Background: an optimization exercise with open tools, aiming at small area, a short achievable clock period and few clock cycles per item. Do not read the settings as production practice.
Only simulation tests tie the RTL to the original design; equivalence was not proved.
Power figures rest on the tool's default switching activity, not on a simulated workload.

### design/flow/run.sh
#!/bin/bash
# synth_recipe.tcl (not shown) runs the flow's synth.tcl, then flattens the netlist and writes it again
# the make line also repeats each setting of config.mk as NAME=value (left out here)
make -C /OpenROAD-flow-scripts/flow DESIGN_CONFIG=/design/flow/config.mk WORK_HOME=/design/flow/orfs CLKGATE_MAP_FILE= SYNTH_SCRIPT=/design/flow/synth_recipe.tcl finish
### design/flow/config.mk
export PLATFORM = sky130hd
export DESIGN_NAME = rv_alu_md
export DESIGN_NICKNAME = rv_alu_md
export VERILOG_FILES = /design/flow/design.v
export SDC_FILE = /design/flow/constraint.sdc
export NUM_CORES = 4
export LEC_CHECK = 0
export CAP_MARGIN = 20
export CORE_MARGIN = 2
export CORE_UTILIZATION = 40
export PLACE_DENSITY = 0.6
export SLEW_MARGIN = 20
### design/flow/constraint.sdc
create_clock -name core_clock -period 7.0 [get_ports {clk_in}]
set_input_delay 1.4000 -clock core_clock [delete_from_list [all_inputs] [get_ports {clk_in}]]
set_output_delay 1.4000 -clock core_clock [all_outputs]
set_load 0.01 [all_outputs]
### design/flow/design.v
module rv_alu_md #(
  parameter int unsigned XLEN = 32,
  parameter int unsigned SHW  = $clog2(XLEN)
) (
  input  logic            clk_in,
  input  logic            rst_in,
  input  logic            flush_in,
  input  logic            valid_in,
  output logic            ready_out,
  input  logic [XLEN-1:0] op_1_in,
  input  logic [XLEN-1:0] op_2_in,
  input  logic [2:0]      funct3_in,
  input  logic            funct7_5_in,
  input  logic            m_ext_in,
  output logic            valid_out,
  input  logic            ready_in,
  output logic [XLEN-1:0] result_out,
  output logic            busy_out
);
  typedef enum logic [1:0] {StIdle, StMul, StDiv, StDone} state_e;
  state_e              state_q;
  logic                valid_q;
  logic [XLEN-1:0]     result_q;
  logic [2*XLEN-1:0]   acc_q;    
  logic [2*XLEN-1:0]   sh_q;     
  logic [XLEN-1:0]     bits_q;   
  logic [SHW-1:0]      cnt_q;
  logic                s2_q, hi_q, rem_q, qneg_q, rneg_q;
  logic                accept, last;
  logic [SHW-1:0]      shamt;
  logic [XLEN-1:0]     alu_res;
  logic                m_s1, m_s2, d_signed, a_neg, b_neg, div_zero, div_ovf;
  logic [XLEN-1:0]     a_mag, b_mag, special_res;
  logic [2*XLEN-1:0]   addend, mul_acc;
  logic [XLEN:0]       trial, rem_n;
  logic                div_ge;
  logic [XLEN-1:0]     quo_n, rem_lo, div_res;
  assign ready_out  = !flush_in && ((state_q == StIdle) || (state_q == StDone && ready_in));
  assign accept     = valid_in && ready_out;
  assign valid_out  = valid_q;
  assign result_out = result_q;
  assign busy_out   = (state_q == StMul) || (state_q == StDiv);
  assign last       = (cnt_q == SHW'(XLEN - 1));
  assign shamt      = op_2_in[SHW-1:0];
  always_comb begin
    alu_res = '0;
    case (funct3_in)
      3'b000: alu_res = funct7_5_in ? op_1_in - op_2_in : op_1_in + op_2_in;
      3'b001: alu_res = op_1_in << shamt;
      3'b010: alu_res = {{(XLEN-1){1'b0}}, $signed(op_1_in) < $signed(op_2_in)};
      3'b011: alu_res = {{(XLEN-1){1'b0}}, op_1_in < op_2_in};
      3'b100: alu_res = op_1_in ^ op_2_in;
      3'b101: begin
        if (funct7_5_in) alu_res = $signed(op_1_in) >>> shamt;
        else             alu_res = op_1_in >> shamt;
      end
      3'b110: alu_res = op_1_in | op_2_in;
      default: alu_res = op_1_in & op_2_in;
    endcase
  end
  always_comb begin
    m_s1        = (funct3_in[1:0] == 2'b01) || (funct3_in[1:0] == 2'b10);
    m_s2        = (funct3_in[1:0] == 2'b01);
    d_signed    = !funct3_in[0];
    a_neg       = d_signed && op_1_in[XLEN-1];
    b_neg       = d_signed && op_2_in[XLEN-1];
    a_mag       = a_neg ? -op_1_in : op_1_in;
    b_mag       = b_neg ? -op_2_in : op_2_in;
    div_zero    = (op_2_in == '0);
    div_ovf     = d_signed && (op_1_in == {1'b1, {(XLEN-1){1'b0}}}) && (&op_2_in);
    special_res = div_zero ? (funct3_in[1] ? op_1_in : '1) : (funct3_in[1] ? '0 : op_1_in);
  end
  always_comb begin
    addend  = bits_q[0] ? sh_q : '0;
    mul_acc = (last && s2_q) ? acc_q - addend : acc_q + addend;
  end
  always_comb begin
    trial   = {acc_q[XLEN-1:0], bits_q[XLEN-1]};
    div_ge  = trial >= {1'b0, sh_q[XLEN-1:0]};
    rem_n   = div_ge ? trial - {1'b0, sh_q[XLEN-1:0]} : trial;
    quo_n   = {bits_q[XLEN-2:0], div_ge};
    rem_lo  = rem_n[XLEN-1:0];
    div_res = rem_q ? (rneg_q ? -rem_lo : rem_lo) : (qneg_q ? -quo_n : quo_n);
  end
  always_ff @(posedge clk_in or posedge rst_in) begin
    if (rst_in) begin
      state_q  <= StIdle;
      valid_q  <= 1'b0;
      result_q <= '0;
      acc_q    <= '0;
      sh_q     <= '0;
      bits_q   <= '0;
      cnt_q    <= '0;
      s2_q     <= 1'b0;
      hi_q     <= 1'b0;
      rem_q    <= 1'b0;
      qneg_q   <= 1'b0;
      rneg_q   <= 1'b0;
    end else if (flush_in) begin
      state_q <= StIdle;
      valid_q <= 1'b0;
    end else if (accept) begin
      cnt_q   <= '0;
      valid_q <= 1'b0;
      if (!m_ext_in) begin
        result_q <= alu_res;
        valid_q  <= 1'b1;
        state_q  <= StDone;
      end else if (!funct3_in[2]) begin
        acc_q   <= '0;
        sh_q    <= {{XLEN{m_s1 && op_1_in[XLEN-1]}}, op_1_in};
        bits_q  <= op_2_in;
        s2_q    <= m_s2;
        hi_q    <= (funct3_in[1:0] != 2'b00);
        state_q <= StMul;
      end else if (div_zero || div_ovf) begin
        result_q <= special_res;
        valid_q  <= 1'b1;
        state_q  <= StDone;
      end else begin
        acc_q   <= '0;
        sh_q    <= {{XLEN{1'b0}}, b_mag};
        bits_q  <= a_mag;
        rem_q   <= funct3_in[1];
        qneg_q  <= a_neg ^ b_neg;
        rneg_q  <= a_neg;
        state_q <= StDiv;
      end
    end else begin
      case (state_q)
        StMul: begin
          acc_q  <= mul_acc;
          sh_q   <= sh_q << 1;
          bits_q <= bits_q >> 1;
          cnt_q  <= cnt_q + SHW'(1);
          if (last) begin
            result_q <= hi_q ? mul_acc[2*XLEN-1:XLEN] : mul_acc[XLEN-1:0];
            valid_q  <= 1'b1;
            state_q  <= StDone;
          end
        end
        StDiv: begin
          acc_q  <= {{(XLEN-1){1'b0}}, rem_n};
          bits_q <= quo_n;
          cnt_q  <= cnt_q + SHW'(1);
          if (last) begin
            result_q <= div_res;
            valid_q  <= 1'b1;
            state_q  <= StDone;
          end
        end
        StDone: begin
          if (ready_in) begin
            valid_q <= 1'b0;
            state_q <= StIdle;
          end
        end
        default: ;
      endcase
    end
  end
endmodule
==> metrics.md <==
| Metric | Value |
|---|---|
| Outcome | `finished clean` |
| DIE AREA | `76940 µm²` |
| H-tree levels | `1` |
| Final #Nets | `4423` |
| Peak supply drop | `0.2742 mV` |
| Slowest-stage cell, CP | `or4_1` |
| Clk latency of the worst-skew pair | `0.60 ns` |
| P per Cell Area | `432.9 nW/µm²` |
| Crit-path max cell delay | `0.60 ns` |
| Slew HR | `23.41%` |
| Cell area after synthesis | `29890 µm²` |
| Crit. End Element | `flip-flop` |
| Port buffer count | `108` |
| Worst setup path end | `result_q[26]` |
| Xor/xnor share of the synthesized area | `7.706%` |
| Period utilization | `91.86%` |
| Delay-heaviest family, CP | `simple AND/OR/NAND/NOR gates` |
| Critical path origin | `sh_q[2]` |
| Async S/R FF share, synth | `100.0%` |
| Maxcap violations | `0` |
| CTS tree | `done` |
| Final clock skew | `0.03437 ns` |
| Pleak | `13.83 nW` |
| DR iter-0 viols | `4764` |
| Final Cell Area | `33250 µm²` |
| Vias | `33830` |
| Die width | `277.4 µm` |
| Largest family of logic cells by synthesized area | `compound AO/OA/AOI/OAI gates` |
| Most common cell in the netlist | `nor2_1` |
| Die height | `277.4 µm` |
| Synth Area in Adders | `9.175%` |
| Drt total wl | `146.9 mm` |
| Total power draw | `14.39 mW` |
| Register area share after synthesis | `17.16%` |
| Worst Path Buf+Inv | `1` |
| Starting density of the core | `40.29%` |
| Final min period | `6.430 ns` |
| # DRC | `0` |
| Top post-synthesis cells by area | `dfrtp_1 (17%), ha_1 (8.7%), a21oi_1 (6.9%), nor2_1 (6.0%), o21ai_0 (5.8%)` |
| CP max FO | `8` |
| First drt pass iteration count | `6` |
| Mapped Cells | `4168` |
| Critical Setup Path Class | `flip-flop to flip-flop` |
| Clk slew on worst S/H paths | `0.07 ns` |
| GRT Util Overall | `36.68%` |
| GRT overflow | `0` |
| Syn_area_per_cell | `7.172 µm²` |
| Hold buffer count at cts | `0` |
| Min-delay worst type | `flip-flop to flip-flop` |
| Final hold vios | `0` |
| Critical Path AT | `6.90 ns` |
| Yosys top cell by area | `dfrtp_1` |
| First-pass GRT wire length | `214.4 mm` |
| FP Rows | `100` |
| Initial antenna violation count | `6` |
| Worst reg2reg setup slack | `0.57 ns` |
| Synth-to-layout area growth | `11.22%` |
| Post-CTS Setup Bufs | `0` |
| Count of different cell masters after synthesis | `95` |
| WP depth | `25` |
| IO Pins | `109` |
| Synth Area in Simple Gates | `20.12%` |
| RR Endpoint | `result_q[26]` |
| # resized after CTS | `0` |
| Worst-case reg-to-reg path depth | `25` |
| Fin util | `44.81%` |
| Post-Place Cell Area | `32170 µm²` |
| CP Launch Type | `flip-flop` |
| Share of the synthesized area in the top cell type | `17.16%` |
| Mux cell area share after synthesis | `7.952%` |
| Complex-gate fraction of the synthesized area | `31.53%` |
| Slew Limit Fails | `0` |
| Ys flop type | `dfrtp_1` |
| CTS Buffer Depth | `3` |
| EDFF count, synth | `0` |
| GPL Wtd Cong | `1.036` |
| Root Buffer | `clkbuf_16` |
| CORE AREA | `74200 µm²` |
| Vias in the first global route | `31270` |
| Final antenna-violating net count | `0` |
| Highest Clock Rate | `155.5 MHz` |
| Setup_tns | `0 ns` |
| Fill count | `7603` |
| Largest net degree at the start of global routing | `85` |
| Routed vias/inst | `6.592` |
| Reg-to-reg critical path startpoint | `sh_q[2]` |
| Seq cells post-synth | `205` |
| Worst EP required | `7.47 ns` |
| Sink Count | `205` |
| Layout cells sized above 1 | `8.343%` |
| Avg WL per Cell | `28.63 µm` |
| Ys Warns | `1` |
| Worst slew pin tran | `1.145 ns` |
| Post-synth top cells | `nor2_1 (479), nand2_1 (450), a21oi_1 (414)` |
| Cell mode on critical path | `nor2_1` |
| RSZ-0062 raised after global routing | `no` |
| Post-synthesis net count | `4454` |
| CTS Buf Count | `28` |
| Setup-failing EPs final | `0` |
| HPWL after DPL | `114.7 mm` |
-- cells in the final DEF, fill, tap and decap left out, drive strengths merged, types with 26 or more instances in the layout --
master         count
a211oi           104
a21o              77
a21oi            419
a221oi            30
a22o              26
a31oi             66
buf              164
clkbuf            35
clkdlybuf4s50    101
dfrtp            205
ha               208
inv              169
mux2i             98
mux4              54
nand2            450
nand2b            32
nand3             76
nand4             42
nor2             480
nor3              84
nor4              35
o211ai            66
o21ai            357
o221ai            33
o22ai             30
o31ai             28
or3               34
xnor2            176
xor2              87
-- power by group --
group / internal (mW) / leakage [nW] / switching, mW
sequential: 1.66 / 2.57 / 0.707
clock: 1.04 / 0.517 / 0.650
combinational: 3.58 / 10.7 / 6.75
-- cells by family after synthesis --
| logic type | count (synthesis) |
|---|---|
| multiplexers | 168 |
| XOR/XNOR | 263 |
| AND/OR/NAND/NOR | 1349 |
| buffers and inverters | 498 |
| adder cells (fa/ha/maj) | 218 |
| flip-flops | 205 |
| AO/OA/AOI/OAI | 1467 |
-- sequential cells by signal, summed over array words and instances, names as in the netlist --
name / count
acc_q: 64
bits_q: 32
cnt_q: 5
hi_q: 1
qneg_q: 1
rem_q: 1
result_q: 32
rneg_q: 1
s2_q: 1
sh_q: 64
state_q: 2
valid_q: 1
-- worst reg2reg max path: stages (launching register included) --
cell      delay, ns
dfrtp_1        0.41
or4_1          0.60
or4_4          0.55
nor2_1         0.25
nand2_1        0.15
o41ai_1        0.27
buf_4          0.22
nand3_1        0.11
nor2_1         0.24
and3_1         0.24
nor2_1         0.06
xor2_1         0.15
nand2_1        0.08
ha_1           0.46
nand2_1        0.08
nor2_1         0.16
nand4_1        0.14
nor3_1         0.31
nand3_1        0.12
nor3_1         0.40
o21ai_0        0.21
o211ai_1       0.31
nor2_1         0.11
xnor2_1        0.18
a211oi_1       0.36
a31oi_1        0.14
-- through the flow --
stage / setup slack (ns) / instances / hold WS [ns]
2_1_floorplan: 0.004227 / 4168 / 0.4453
3_3_place_gp: 0.4276 / 5076 / 0.4636
3_5_place_dp: 0.4538 / 5076 / 0.4689
4_1_cts: 0.6725 / 5128 / 0.4809
5_1_grt: 0.1388 / 5129 / 0.5134
6_report: 0.5697 / 5131 / 0.4798
-- worst min path at each step --
stage | end | slack [ns] | start | cells past startpoint
floorplan | acc_q[62] | 0.45 | acc_q[62] | 2
global placement | result_q[4] | 0.46 | result_q[4] | 2
detailed placement | acc_q[62] | 0.47 | acc_q[62] | 2
CTS | acc_q[62] | 0.48 | acc_q[62] | 2
global route | result_q[1] | 0.51 | result_q[1] | 2
finish | acc_q[62] | 0.48 | acc_q[62] | 2
-- area by class of cell --
class                   instances  area [µm²]  area share [%]
diodes                          3       7.507         0.02258
clock buffers                  35       767.0           2.307
clock inverters                17       297.8          0.8957
inverters                     172       653.1           1.964
multi-input cells            3465       22920           68.94
flip-flops and latches        205        5131           15.43
well taps                     969        1212           3.647
repair buffers                265        2257           6.789
-- per-layer routing --
| metal | up-vias | global-route usage (%) | wire length, µm |
|---|---|---|---|
| met5 | - | 0 | 30 |
| met4 | 4 | 17.14 | 8150 |
| met3 | 348 | 6.527 | 14680 |
| met2 | 2009 | 56.84 | 63580 |
| met1 | 16250 | 49.42 | 60440 |
| li1 | 15210 | - | - |
Testbench counts, summed over its fixed seeds: cycles 40,104, items 2,400.

-- what the ideal ports hide --
The results above use ideal ports. As a check the final layout listed here was re-extracted and re-timed, cells and wires unchanged.
Step 1: set_driving_cell puts a clkbuf_16 on clk_in and a buf_2 on each other input, an assumption about the parent block.
Step 2 adds t to the input delays and takes it off the output delays; t is the mean of the earliest and latest rising clock arrival at the registers after step 1. Input paths then give back, and output paths get back, about the clock's delay inside the block.
Slacks: ideal ports / drivers / drivers and shift; pairs: ideal ports / drivers.
shift t [ns]: 0.648
setup WS [ns]: 0.570 / 0.570 / 0.225
worst hold slack (ns): 0.480 / 0.480 / 0.480
clock arrival spread, ns: 0.035 / 0.034
After both steps setup and hold are still met in this run. The setup slack of this run moves by 0.000 ns with the drivers and by -0.345 ns with both steps.
